Background: an optimization exercise with open tools, aiming at small area, a short achievable clock period and few clock cycles per item. Do not read the settings as production practice. Only simulation tests tie the RTL to the original design; equivalence was not proved.

==> flow/design.v <==
package dpqc_pkg;
    localparam int DPQC_TABLE_DEPTH = 32;
    typedef enum logic [2:0] {
        ACT_FORMERR = 3'd0,
        ACT_NOTIMP  = 3'd1,
        ACT_REFUSED = 3'd2,
        ACT_FORWARD = 3'd3,
        ACT_DELIVER = 3'd4,
        ACT_DROP    = 3'd5
    } t_action;
    localparam logic [2:0] RC_NONE    = 3'd0;
    localparam logic [2:0] RC_FORMERR = 3'd1;
    localparam logic [2:0] RC_NOTIMP  = 3'd4;
    localparam logic [2:0] RC_REFUSED = 3'd5;
    localparam logic REQ_QUERY  = 1'b0;
    localparam logic REQ_ANSWER = 1'b1;
    typedef struct packed {
        logic        req_type;
        logic [15:0] txn_id;
        logic        flag_qr;
        logic        flag_z;
        logic        flag_cd;
        logic [15:0] question_count;
        logic [15:0] answer_count;
        logic [15:0] query_type;
        logic [15:0] query_class;
        logic        name_blocked;
        logic [15:0] client_port;
        logic [31:0] client_addr;
    } t_req;
    typedef struct packed {
        t_action     action;
        logic [2:0]  rcode;
        logic [15:0] dest_port;
        logic [31:0] dest_addr;
    } t_rsp;
    typedef struct packed {
        logic [15:0] id;
        logic [15:0] port;
        logic [31:0] addr;
    } t_slot;
    typedef struct packed {
        t_rsp rsp;
        logic forward;
    } t_cls;
endpackage
module dpqc_classify (
    input  dpqc_pkg::t_req i_req,
    output logic [2:0]     o_act
);
    logic w_formerr;
    logic w_notimp;
    assign w_formerr = i_req.flag_qr || i_req.flag_z || i_req.flag_cd
                    || (i_req.question_count == 16'd0)
                    || (i_req.answer_count != 16'd0)
                    || (i_req.query_type == 16'd0)
                    || (i_req.query_class == 16'd0);
    assign w_notimp  = (i_req.query_type != 16'd1) || (i_req.query_class != 16'd1);
    always_comb begin
        if (i_req.req_type == dpqc_pkg::REQ_ANSWER) begin
            o_act = dpqc_pkg::ACT_DELIVER;
        end else if (w_formerr) begin
            o_act = dpqc_pkg::ACT_FORMERR;
        end else if (w_notimp) begin
            o_act = dpqc_pkg::ACT_NOTIMP;
        end else if (i_req.name_blocked) begin
            o_act = dpqc_pkg::ACT_REFUSED;
        end else begin
            o_act = dpqc_pkg::ACT_FORWARD;
        end
    end
endmodule
module dpqc_slot_mem #(
    parameter int TABLE_DEPTH = dpqc_pkg::DPQC_TABLE_DEPTH,
    parameter int IDX_W       = $clog2(TABLE_DEPTH)
) (
    input  logic                   i_clk,
    input  logic                   i_wr_en,
    input  logic [IDX_W-1:0]       i_wr_addr,
    input  dpqc_pkg::t_slot        i_wr_data,
    input  logic                   i_full,
    input  logic [15:0]            i_q_id,
    output logic [TABLE_DEPTH-1:0] o_match,
    output logic                   o_unw_hit,
    output logic [TABLE_DEPTH/4-1:0] o_grp,
    input  logic [TABLE_DEPTH-1:0] i_rd_match,
    input  logic [TABLE_DEPTH/4-1:0] i_rd_grp,
    output logic                   o_lo,
    input  logic                   i_rd_lo,
    output logic [47:0]            o_rd_pa
);
    logic [15:0] r_id   [TABLE_DEPTH];
    logic [47:0] r_pa   [TABLE_DEPTH];
    logic [TABLE_DEPTH-1:0] w_written;
    logic [TABLE_DEPTH-1:0] w_wr_slot;
    logic [TABLE_DEPTH-1:0] w_sel;
    logic        w_wr_hit;
    assign w_wr_hit = (i_wr_data.id == i_q_id);
    for (genvar i = 0; i < TABLE_DEPTH; i++) begin : g_slot
        assign w_wr_slot[i] = i_wr_en && (i_wr_addr == IDX_W'(i));
        always_ff @(posedge i_clk) begin
            if (w_wr_slot[i]) begin
                r_id[i] <= i_wr_data.id;
                r_pa[i] <= {i_wr_data.port, i_wr_data.addr};
            end
        end
        assign w_written[i] = i_full || (i_wr_addr > IDX_W'(i));
        assign o_match[i]   = w_wr_slot[i] ? w_wr_hit
                                           : (w_written[i] && (r_id[i] == i_q_id));
    end
    assign o_unw_hit = !i_full && !(i_wr_en && (i_wr_addr == IDX_W'(TABLE_DEPTH - 1)))
                    && (i_q_id == 16'd0);
    for (genvar k = 0; k < TABLE_DEPTH / 4; k++) begin : g_grp
        assign o_grp[k] = |o_match[4*k +: 4];
    end
    assign o_lo = |o_match[TABLE_DEPTH/2-1:0];
    always_comb begin
        logic w_grp_found;
        logic w_found;
        w_grp_found = 1'b0;
        for (int k = 0; k < TABLE_DEPTH / 4; k++) begin
            if (k == TABLE_DEPTH / 8) begin
                w_grp_found = i_rd_lo;
            end
            w_found = 1'b0;
            for (int j = 0; j < 4; j++) begin
                w_sel[4*k+j] = i_rd_match[4*k+j] && !w_found && !w_grp_found;
                w_found      = w_found || i_rd_match[4*k+j];
            end
            w_grp_found = w_grp_found || i_rd_grp[k];
        end
    end
    always_comb begin
        o_rd_pa = '0;
        for (int i = 0; i < TABLE_DEPTH; i++) begin
            o_rd_pa = o_rd_pa | (r_pa[i] & {48{w_sel[i]}});
        end
    end
endmodule
module dns_proxy_query_classifier_table #(
    parameter int TABLE_DEPTH = dpqc_pkg::DPQC_TABLE_DEPTH
) (
    input  logic        i_clk,
    input  logic        i_rst_n,
    input  logic        i_req_valid,
    output logic        o_req_ready,
    input  logic        i_req_type,
    input  logic [15:0] i_req_txn_id,
    input  logic        i_req_flag_qr,
    input  logic        i_req_flag_z,
    input  logic        i_req_flag_cd,
    input  logic [15:0] i_req_question_count,
    input  logic [15:0] i_req_answer_count,
    input  logic [15:0] i_req_query_type,
    input  logic [15:0] i_req_query_class,
    input  logic        i_req_name_blocked,
    input  logic [15:0] i_req_client_port,
    input  logic [31:0] i_req_client_addr,
    output logic        o_rsp_valid,
    input  logic        i_rsp_ready,
    output logic [2:0]  o_rsp_action,
    output logic [2:0]  o_rsp_rcode,
    output logic [15:0] o_rsp_dest_port,
    output logic [31:0] o_rsp_dest_addr
);
    dpqc_pkg::t_req w_req;
    assign w_req.req_type       = i_req_type;
    assign w_req.txn_id         = i_req_txn_id;
    assign w_req.flag_qr        = i_req_flag_qr;
    assign w_req.flag_z         = i_req_flag_z;
    assign w_req.flag_cd        = i_req_flag_cd;
    assign w_req.question_count = i_req_question_count;
    assign w_req.answer_count   = i_req_answer_count;
    assign w_req.query_type     = i_req_query_type;
    assign w_req.query_class    = i_req_query_class;
    assign w_req.name_blocked   = i_req_name_blocked;
    assign w_req.client_port    = i_req_client_port;
    assign w_req.client_addr    = i_req_client_addr;
    localparam int IDX_W = $clog2(TABLE_DEPTH);
    logic               r2_v, r2_wr, r_out_v, r_skid_v;
    logic [IDX_W-1:0]   r_wr_slot;
    logic               r_full;
    logic [2:0]             r2_act;
    logic                   r2_own;
    logic [TABLE_DEPTH-1:0] r2_match;
    logic [TABLE_DEPTH-1:0] r2_match_hold;
    logic [TABLE_DEPTH-1:0] w_nxt_match;
    logic [TABLE_DEPTH/4-1:0] r2_grp;
    logic [TABLE_DEPTH/4-1:0] r2_grp_hold;
    logic [TABLE_DEPTH/4-1:0] w_grp;
    logic [TABLE_DEPTH/4-1:0] w_nxt_grp;
    logic                   r_ready;
    logic                   r2_lo;
    logic                   r2_lo_hold;
    logic                   w_lo;
    logic                   w_nxt_lo;
    logic                   r2_unw_hit;
    logic [15:0]            r2_id;
    logic [47:0]            r2_pa;
    logic [2:0]             r_skid_act;
    logic [47:0]            r_skid_pa;
    logic [2:0]             r_head_act;
    logic [47:0]            r_head_pa;
    logic [2:0]             r_head_rcode;
    logic [2:0]             r_out_act;
    logic [2:0]             r_out_rcode;
    logic [47:0]            r_out_pa;
    logic [2:0]             w_act;
    logic                   w_adv;
    logic                   w_accept;
    logic                   w_out_free;
    dpqc_pkg::t_slot        w_wr_data;
    logic [TABLE_DEPTH-1:0] w_match;
    logic                   w_unw_hit;
    logic                   w_hit;
    logic [47:0]            w_rd_pa;
    logic [2:0]             w_res_act;
    logic [47:0]            w_res_pa;
    logic [2:0]             w_nxt_act;
    logic [47:0]            w_nxt_pa;
    logic [2:0]             w_nxt_rcode;
    dpqc_classify u_classify (
        .i_req (w_req),
        .o_act (w_act)
    );
    assign w_adv       = !r_skid_v;
    assign o_req_ready = r_ready;
    assign w_accept    = i_req_valid && w_adv;
    assign w_out_free  = !r_out_v || i_rsp_ready;
    assign w_wr_data.id   = r2_id;
    assign w_wr_data.port = r2_pa[47:32];
    assign w_wr_data.addr = r2_pa[31:0];
    dpqc_slot_mem #(
        .TABLE_DEPTH (TABLE_DEPTH),
        .IDX_W       (IDX_W)
    ) u_slot_mem (
        .i_clk      (i_clk),
        .i_wr_en    (r2_wr),
        .i_wr_addr  (r_wr_slot),
        .i_wr_data  (w_wr_data),
        .i_full     (r_full),
        .i_q_id     (w_req.txn_id),
        .o_match    (w_match),
        .o_unw_hit  (w_unw_hit),
        .o_grp      (w_grp),
        .i_rd_match (r2_match),
        .i_rd_grp   (r2_grp),
        .o_lo       (w_lo),
        .i_rd_lo    (r2_lo),
        .o_rd_pa    (w_rd_pa)
    );
    assign w_nxt_match = w_act[2] ? w_match : '0;
    assign w_nxt_grp   = w_act[2] ? w_grp   : '0;
    assign w_nxt_lo    = w_act[2] && w_lo;
    assign w_hit     = r2_unw_hit || (|r2_grp);
    assign w_res_act = r2_act[2] ? (w_hit ? dpqc_pkg::ACT_DELIVER : dpqc_pkg::ACT_DROP)
                                 : r2_act;
    assign w_res_pa  = (r2_pa & {48{r2_own}}) | w_rd_pa;
    assign w_nxt_act = r_skid_v ? r_skid_act : w_res_act;
    assign w_nxt_pa  = r_skid_v ? r_skid_pa  : w_res_pa;
    function automatic logic [2:0] f_rcode(input logic [2:0] act);
        case (act)
            dpqc_pkg::ACT_FORMERR: f_rcode = dpqc_pkg::RC_FORMERR;
            dpqc_pkg::ACT_NOTIMP:  f_rcode = dpqc_pkg::RC_NOTIMP;
            dpqc_pkg::ACT_REFUSED: f_rcode = dpqc_pkg::RC_REFUSED;
            default:               f_rcode = dpqc_pkg::RC_NONE;
        endcase
    endfunction
    assign w_nxt_rcode  = f_rcode(w_nxt_act);
    assign r_head_rcode = f_rcode(r_head_act);
    always_ff @(posedge i_clk) begin
        if (!i_rst_n) begin
            r2_v      <= 1'b0;
            r2_wr     <= 1'b0;
            r_out_v   <= 1'b0;
            r_skid_v  <= 1'b0;
            r_ready   <= 1'b1;
            r_wr_slot <= '0;
            r_full    <= 1'b0;
        end else begin
            if (w_adv) begin
                r2_v <= i_req_valid;
            end
            r2_wr <= w_accept && (w_act == dpqc_pkg::ACT_FORWARD);
            if (r2_wr) begin
                r_wr_slot <= r_wr_slot + IDX_W'(1);
                if (r_wr_slot == IDX_W'(TABLE_DEPTH - 1)) begin
                    r_full <= 1'b1;
                end
            end
            if (w_out_free) begin
                r_out_v <= r_skid_v || r2_v;
            end
            r_skid_v <= r_skid_v ? !w_out_free : (r2_v && !w_out_free);
            r_ready  <= r_skid_v ? w_out_free : !(r2_v && !w_out_free);
        end
    end
    always_ff @(posedge i_clk) begin
        if (w_adv) begin
            r2_act     <= w_act;
            r2_own     <= !w_act[2] && (w_act != dpqc_pkg::ACT_FORWARD);
            if (i_req_valid) begin
                r2_match_hold <= w_nxt_match;
                r2_grp_hold   <= w_nxt_grp;
                r2_lo_hold    <= w_nxt_lo;
            end
            r2_unw_hit <= w_unw_hit;
            r2_id      <= w_req.txn_id;
            r2_pa      <= {w_req.client_port, w_req.client_addr};
            r_skid_act <= w_res_act;
            r_skid_pa  <= w_res_pa;
        end
        if (w_out_free && (r_skid_v || r2_v)) begin
            r_head_act <= w_nxt_act;
            r_head_pa  <= w_nxt_pa;
        end
    end
    always_ff @(posedge i_clk) begin
        r2_match    <= w_adv ? w_nxt_match : r2_match_hold;
        r2_grp      <= w_adv ? w_nxt_grp   : r2_grp_hold;
        r2_lo       <= w_adv ? w_nxt_lo    : r2_lo_hold;
        r_out_act   <= w_out_free ? w_nxt_act   : r_head_act;
        r_out_rcode <= w_out_free ? w_nxt_rcode : r_head_rcode;
        r_out_pa    <= w_out_free ? w_nxt_pa    : r_head_pa;
    end
    assign o_rsp_valid     = r_out_v;
    assign o_rsp_action    = r_out_act;
    assign o_rsp_rcode     = r_out_rcode;
    assign o_rsp_dest_port = r_out_pa[47:32];
    assign o_rsp_dest_addr = r_out_pa[31:0];
endmodule
export LEC_CHECK = 0
export CAP_MARGIN = 20
export CORE_MARGIN = 2
export CORE_UTILIZATION = 40
export CTS_CLUSTER_DIAMETER = 70
export CTS_CLUSTER_SIZE = 25
export PLACE_DENSITY = 0.6
export SETUP_SLACK_MARGIN = 3.4
export SLEW_MARGIN = 20
create_clock -name core_clock -period 6.0 [get_ports {i_clk}]
run.sh (not shown) runs the stock make flow with config.mk's settings and CLKGATE_MAP_FILE= SYNTH_SCRIPT=/design/flow/synth_recipe.tcl, a recipe that flattens the netlist after the stock synthesis.
Testbench counts at the start, summed over its fixed seeds: cycles 12,016, items 12,000.
Edit:
--- a/flow/design.v
+++ b/flow/design.v
@@ -85,8 +85,6 @@
     output logic [TABLE_DEPTH/4-1:0] o_grp,
     input  logic [TABLE_DEPTH-1:0] i_rd_match,
     input  logic [TABLE_DEPTH/4-1:0] i_rd_grp,
-    output logic                   o_lo,
-    input  logic                   i_rd_lo,
     output logic [47:0]            o_rd_pa
 );
     logic [15:0] r_id   [TABLE_DEPTH];
@@ -113,15 +111,11 @@
     for (genvar k = 0; k < TABLE_DEPTH / 4; k++) begin : g_grp
         assign o_grp[k] = |o_match[4*k +: 4];
     end
-    assign o_lo = |o_match[TABLE_DEPTH/2-1:0];
     always_comb begin
         logic w_grp_found;
         logic w_found;
         w_grp_found = 1'b0;
         for (int k = 0; k < TABLE_DEPTH / 4; k++) begin
-            if (k == TABLE_DEPTH / 8) begin
-                w_grp_found = i_rd_lo;
-            end
             w_found = 1'b0;
             for (int j = 0; j < 4; j++) begin
                 w_sel[4*k+j] = i_rd_match[4*k+j] && !w_found && !w_grp_found;
@@ -190,10 +184,6 @@
     logic [TABLE_DEPTH/4-1:0] w_grp;
     logic [TABLE_DEPTH/4-1:0] w_nxt_grp;
     logic                   r_ready;
-    logic                   r2_lo;
-    logic                   r2_lo_hold;
-    logic                   w_lo;
-    logic                   w_nxt_lo;
     logic                   r2_unw_hit;
     logic [15:0]            r2_id;
     logic [47:0]            r2_pa;
@@ -245,13 +235,10 @@
         .o_grp      (w_grp),
         .i_rd_match (r2_match),
         .i_rd_grp   (r2_grp),
-        .o_lo       (w_lo),
-        .i_rd_lo    (r2_lo),
         .o_rd_pa    (w_rd_pa)
     );
     assign w_nxt_match = w_act[2] ? w_match : '0;
     assign w_nxt_grp   = w_act[2] ? w_grp   : '0;
-    assign w_nxt_lo    = w_act[2] && w_lo;
     assign w_hit     = r2_unw_hit || (|r2_grp);
     assign w_res_act = r2_act[2] ? (w_hit ? dpqc_pkg::ACT_DELIVER : dpqc_pkg::ACT_DROP)
                                  : r2_act;
@@ -302,7 +289,6 @@
             if (i_req_valid) begin
                 r2_match_hold <= w_nxt_match;
                 r2_grp_hold   <= w_nxt_grp;
-                r2_lo_hold    <= w_nxt_lo;
             end
             r2_unw_hit <= w_unw_hit;
             r2_id      <= w_req.txn_id;
@@ -318,7 +304,6 @@
     always_ff @(posedge i_clk) begin
         r2_match    <= w_adv ? w_nxt_match : r2_match_hold;
         r2_grp      <= w_adv ? w_nxt_grp   : r2_grp_hold;
-        r2_lo       <= w_adv ? w_nxt_lo    : r2_lo_hold;
         r_out_act   <= w_out_free ? w_nxt_act   : r_head_act;
         r_out_rcode <= w_out_free ? w_nxt_rcode : r_head_rcode;
         r_out_pa    <= w_out_free ? w_nxt_pa    : r_head_pa;
Outcome:
- die area grows by about 1.1%
- maximum frequency shrinks by about 7.5%
- clock skew shrinks by 0.045 ns
- core utilization grows by 1.6 points
- worst setup slack degrades by 0.21 ns
- routed wire length grows by about 13%
Testbench counts after the change, summed over its fixed seeds: cycles 12,016, items 12,000.

==> separate check: timing with driven ports <==
Ports are ideal in the flow. The routed layouts listed here were re-timed in OpenROAD.
Step 1 assumes that a clkbuf_16 drives the clock port and a buf_2 every other input.
Step 2 also shifts input and output timing later by t, the mid clock arrival at the registers, as if the neighbouring blocks saw the same clock.
Slacks: no drivers / after step 1 / after step 2; pairs: no drivers / after step 1.
run	t (ns)	slack for setup (ns)	hold slack, ns	worst slew at a driven data input, ns	cell pins on the clock port's net
the first run	0.904	3.382 / 3.326 / 2.519	0.457 / 0.457 / 0.457	0.12	1
the second run	0.922	3.170 / 3.170 / 2.511	0.468 / 0.468 / 0.468	0.13	1
After both steps setup and hold are still met in every run listed. For the first run, which loses most, drivers alone change the setup slack by -0.056 ns; drivers and shift together by -0.863 ns.
